From an optimization exercise on the open Yosys and OpenROAD flow, aimed at small area, a short achievable clock period and few clock cycles per item; shortcuts taken in it are not production practice. Function was checked by simulation only, so behaviour that the tests miss may differ from the original. Power and IR drop assume default switching activity.

==> build 15: inputs <==
## sorted_interval_table
module sorted_interval_table (
	input  logic                  clk,
	input  logic                  arst_n,
	input  logic                  cfg_we,
	input  logic [sit_pkg::CFG_ADDR_W-1:0] cfg_addr,
	input  logic [sit_pkg::CFG_W-1:0]      cfg_wdata,
	input  logic                  s_tvalid,
	output logic                  s_tready,
	input  logic [sit_pkg::S_TDATA_W-1:0]  s_tdata,    
	input  logic [sit_pkg::KIND_W-1:0]     s_tuser,    
	output logic                  m_tvalid,
	input  logic                  m_tready,
	output logic [sit_pkg::M_TDATA_W-1:0]  m_tdata     
);
make LEC_CHECK=0 CAP_MARGIN=20 CORE_MARGIN=2 CORE_UTILIZATION=70 CTS_CLUSTER_DIAMETER=100 CTS_CLUSTER_SIZE=20 PLACE_DENSITY=0.75 SETUP_SLACK_MARGIN=2.6 SLEW_MARGIN=20 finish   # period 5.0 ns
run.sh (not shown) runs the stock make flow with config.mk's settings and CLKGATE_MAP_FILE= SYNTH_SCRIPT=/design/flow/synth_recipe.tcl, a recipe that flattens the netlist after the stock synthesis.
==> inputs of build 28, as changes to build 15 <==
--- a/flow/design.v
+++ b/flow/design.v
@@ -96,18 +96,19 @@
 	logic [STATUS_W-1:0] s2_status_q;
 	logic                s2_fok_q;
 	logic [TIME_W-1:0]   s2_fin_q;
 	logic [ROOM_W-1:0]   s2_room_q;
 	logic [15:0]         s2_pc_q;      
 	logic [15:0]         pc8;
 	logic                out_v_q;
-	logic [STATUS_W-1:0] out_status_q;
-	logic [OUT_IDX_W-1:0] out_idx_q;
-	logic [TIME_W-1:0]   out_fin_q;
-	logic [ROOM_W-1:0]   out_room_q;
+	logic [RES_W-1:0]    out_q;        
+	logic                sk_v_q;       
+	logic [RES_W-1:0]    sk_q;
+	logic [RES_W-1:0]    res;
+	logic                out_free;
 	sit_pkg::entry_t     in_e;
 	logic                adv;
 	logic                accept;
 	logic                is_ins;
 	logic                is_rm;
 	logic                is_find;
 	logic                bad_ins;
@@ -169,15 +170,16 @@
 		e3[0] = e2[1] & e2[0];
 		l3[0] = l2[1] | (e2[1] & l2[0]);
 		e3[1] = e2[2];
 		l3[1] = l2[2];
 		cmp_lt_eq_n = {l3[1] | (e3[1] & l3[0]), e3[1] & e3[0]};
 	endfunction
 	assign in_e    = sit_pkg::entry_t'(s_tdata[ENTRY_W-1:0]);
-	assign adv     = !out_v_q || m_tready;
+	assign adv     = !sk_v_q;
+	assign out_free = !out_v_q || m_tready;
 	assign s_tready = adv;
 	assign accept  = s_tvalid && adv;
 	assign is_ins  = (s_tuser == KIND_INSERT);
 	assign is_rm   = (s_tuser == KIND_REMOVE);
 	assign is_find = (s_tuser == KIND_FIND);
 	logic [1:0] c_lo, c_hi, c_len;
 	assign c_lo    = cmp_lt_eq(in_e.bgn, day_begin_q);
@@ -241,14 +243,15 @@
 		if (!arst_n) begin
 			day_begin_q <= DAY_BEGIN_RST;
 			day_end_q   <= DAY_END_RST;
 			vld_q       <= '0;
 			s1_v_q      <= 1'b0;
 			s2_v_q      <= 1'b0;
 			out_v_q     <= 1'b0;
+			sk_v_q      <= 1'b0;
 		end else begin
 			if (cfg_we) begin
 				if (cfg_addr == REG_DAY_BEGIN) begin
 					day_begin_q <= cfg_wdata;
 				end else begin
 					day_end_q <= cfg_wdata;
 				end
@@ -259,15 +262,24 @@
 				vld_q <= vld & ~eq;
 			end else begin
 				vld_q <= vld;
 			end
 			if (adv) begin
 				s1_v_q  <= s_tvalid;
 				s2_v_q  <= s1_v_q;
+			end
+			if (sk_v_q) begin
+				if (out_free) begin
+					out_v_q <= 1'b1;
+					sk_v_q  <= 1'b0;
+				end
+			end else if (out_free) begin
 				out_v_q <= s2_v_q;
+			end else if (s2_v_q) begin
+				sk_v_q  <= 1'b1;
 			end
 		end
 	end
 	always_ff @(posedge clk) begin
 		tent_q     <= (accept && is_ins) ? first_free : '0;
 		tent_bad_q <= bad_ins;
 	end
@@ -462,18 +474,19 @@
 			s2_status_q <= status;
 			s2_fok_q    <= s1_find && found;
 			s2_fin_q    <= rd_fin;
 			s2_room_q   <= rd_room;
 			s2_pc_q     <= pc8;
 		end
 	end
+	assign res = {s2_room_q, s2_fin_q, s2_fok_q ? idx[OUT_IDX_W-1:0] : OUT_IDX_W'(0), s2_status_q};
 	always_ff @(posedge clk) begin
-		if (adv) begin
-			out_status_q <= s2_status_q;
-			out_idx_q    <= s2_fok_q ? idx[OUT_IDX_W-1:0] : '0;
-			out_fin_q    <= s2_fin_q;
-			out_room_q   <= s2_room_q;
+		if (!sk_v_q) begin
+			sk_q <= res;
+		end
+		if (out_free) begin
+			out_q <= sk_v_q ? sk_q : res;
 		end
 	end
 	assign m_tvalid = out_v_q;
-	assign m_tdata  = M_TDATA_W'({out_room_q, out_fin_q, out_idx_q, out_status_q});
+	assign m_tdata  = M_TDATA_W'(out_q);
 endmodule
Settings changed: CTS_BUF_LIST set to sky130_fd_sc_hd__clkbuf_8, CTS_CLUSTER_DIAMETER 100 to 60, CTS_CLUSTER_SIZE 20 to 14, SETUP_SLACK_MARGIN 2.6 to 2.8.
==> inputs of build 58, as changes to build 15 <==
--- a/flow/design.v
+++ b/flow/design.v
@@ -96,18 +96,19 @@
 	logic [STATUS_W-1:0] s2_status_q;
 	logic                s2_fok_q;
 	logic [TIME_W-1:0]   s2_fin_q;
 	logic [ROOM_W-1:0]   s2_room_q;
 	logic [15:0]         s2_pc_q;      
 	logic [15:0]         pc8;
 	logic                out_v_q;
-	logic [STATUS_W-1:0] out_status_q;
-	logic [OUT_IDX_W-1:0] out_idx_q;
-	logic [TIME_W-1:0]   out_fin_q;
-	logic [ROOM_W-1:0]   out_room_q;
+	logic [RES_W-1:0]    out_q;        
+	logic                sk_v_q;       
+	logic [RES_W-1:0]    sk_q;
+	logic [RES_W-1:0]    res;
+	logic                out_free;
 	sit_pkg::entry_t     in_e;
 	logic                adv;
 	logic                accept;
 	logic                is_ins;
 	logic                is_rm;
 	logic                is_find;
 	logic                bad_ins;
@@ -169,15 +170,16 @@
 		e3[0] = e2[1] & e2[0];
 		l3[0] = l2[1] | (e2[1] & l2[0]);
 		e3[1] = e2[2];
 		l3[1] = l2[2];
 		cmp_lt_eq_n = {l3[1] | (e3[1] & l3[0]), e3[1] & e3[0]};
 	endfunction
 	assign in_e    = sit_pkg::entry_t'(s_tdata[ENTRY_W-1:0]);
-	assign adv     = !out_v_q || m_tready;
+	assign adv     = !sk_v_q;
+	assign out_free = !out_v_q || m_tready;
 	assign s_tready = adv;
 	assign accept  = s_tvalid && adv;
 	assign is_ins  = (s_tuser == KIND_INSERT);
 	assign is_rm   = (s_tuser == KIND_REMOVE);
 	assign is_find = (s_tuser == KIND_FIND);
 	logic [1:0] c_lo, c_hi, c_len;
 	assign c_lo    = cmp_lt_eq(in_e.bgn, day_begin_q);
@@ -241,14 +243,15 @@
 		if (!arst_n) begin
 			day_begin_q <= DAY_BEGIN_RST;
 			day_end_q   <= DAY_END_RST;
 			vld_q       <= '0;
 			s1_v_q      <= 1'b0;
 			s2_v_q      <= 1'b0;
 			out_v_q     <= 1'b0;
+			sk_v_q      <= 1'b0;
 		end else begin
 			if (cfg_we) begin
 				if (cfg_addr == REG_DAY_BEGIN) begin
 					day_begin_q <= cfg_wdata;
 				end else begin
 					day_end_q <= cfg_wdata;
 				end
@@ -259,15 +262,24 @@
 				vld_q <= vld & ~eq;
 			end else begin
 				vld_q <= vld;
 			end
 			if (adv) begin
 				s1_v_q  <= s_tvalid;
 				s2_v_q  <= s1_v_q;
+			end
+			if (sk_v_q) begin
+				if (out_free) begin
+					out_v_q <= 1'b1;
+					sk_v_q  <= 1'b0;
+				end
+			end else if (out_free) begin
 				out_v_q <= s2_v_q;
+			end else if (s2_v_q) begin
+				sk_v_q  <= 1'b1;
 			end
 		end
 	end
 	always_ff @(posedge clk) begin
 		tent_q     <= (accept && is_ins) ? first_free : '0;
 		tent_bad_q <= bad_ins;
 	end
@@ -462,18 +474,19 @@
 			s2_status_q <= status;
 			s2_fok_q    <= s1_find && found;
 			s2_fin_q    <= rd_fin;
 			s2_room_q   <= rd_room;
 			s2_pc_q     <= pc8;
 		end
 	end
+	assign res = {s2_room_q, s2_fin_q, s2_fok_q ? idx[OUT_IDX_W-1:0] : OUT_IDX_W'(0), s2_status_q};
 	always_ff @(posedge clk) begin
-		if (adv) begin
-			out_status_q <= s2_status_q;
-			out_idx_q    <= s2_fok_q ? idx[OUT_IDX_W-1:0] : '0;
-			out_fin_q    <= s2_fin_q;
-			out_room_q   <= s2_room_q;
+		if (!sk_v_q) begin
+			sk_q <= res;
+		end
+		if (out_free) begin
+			out_q <= sk_v_q ? sk_q : res;
 		end
 	end
 	assign m_tvalid = out_v_q;
-	assign m_tdata  = M_TDATA_W'({out_room_q, out_fin_q, out_idx_q, out_status_q});
+	assign m_tdata  = M_TDATA_W'(out_q);
 endmodule
Settings changed: CTS_BUF_LIST set to sky130_fd_sc_hd__clkbuf_8, CTS_CLUSTER_DIAMETER 100 to 60, CTS_CLUSTER_SIZE 20 to 14.
==> summary of the runs <==
- Sequential share of layout area, highest first: build 58, build 28, build 15.
- Routed wire length: build 58 < build 28 < build 15.
- Against build 28, the clock power of build 15 is higher by 11%.
- First-iteration DRC count: build 15 > build 28 > build 58.
- Count of clock-buffer cells in the layout, lowest first: build 58, build 28, build 15.
- Build 28 ran to the end with no violations. Build 58 finished clean. Build 15 passed the timing, design-rule and antenna checks.
==> figures <==
| item | build 15 | build 28 | build 58 |
|---|---|---|---|
| Number of distinct standard cells referenced by the synthesized netlist | 59 | 62 | 62 |
| Routed length on met1 | 51.7 mm | 52.5 mm | 51.4 mm |
| Largest net degree at the start of global routing | 140 | 60 | 68 |
| Core utilization of the finished layout | 0.808 | 0.806 | 0.787 |
| DRC marker count from the first detailed-route iteration | 5252 | 4792 | 4516 |
| Count of placed standard cells in the final layout, fillers left out | 4399 | 4479 | 4462 |
| Share of the clock period used by the worst path | 0.508 | 0.500 | 0.499 |
| Synthesized-area fraction occupied by adder cells | 0.115 | 0.114 | 0.114 |
| Vias | 32300 | 32200 | 31900 |
| Avg Cell Area, Syn | 15.9 um2 | 15.9 um2 | 15.9 um2 |
| Result of the run | finished clean | finished clean | finished clean |
| Fraction of registers with async set/reset | 0.0481 | 0.0478 | 0.0478 |
Testbench counts of build 15, summed over its fixed seeds: cycles 4,824, items 4,800.
Testbench counts of build 28, summed over its fixed seeds: cycles 4,824, items 4,800.
Testbench counts of build 58, summed over its fixed seeds: cycles 4,824, items 4,800.

-- re-timing with driven ports --
In the flow no input, the clock included, has a driving cell. The finished layouts below were timed again as built, in two steps.
Step 1: set_driving_cell puts a clkbuf_16 on clk and a buf_2 on each other input, an assumption about the parent block.
Step 2 adds t to the input delays and takes it off the output delays; t is the mean of the earliest and latest rising clock arrival at the registers after step 1. Input paths then give back, and output paths get back, about the clock's delay inside the block.
Slacks: no drivers / after step 1 / after step 2; pairs: no drivers / after step 1.
run	t (ns)	setup slack, ns	latest minus earliest clock arrival (ns)	cell pins on the clock port's net
build 15	0.704	2.458 / 2.458 / 1.771	0.041 / 0.040	1
build 28	0.804	2.502 / 2.479 / 1.912	0.046 / 0.046	1
build 58	0.800	2.505 / 2.444 / 1.848	0.043 / 0.043	1
After both steps setup and hold are still met in every run listed. For build 15, which loses most, drivers alone change the setup slack by 0.000 ns; drivers and shift together by -0.687 ns.
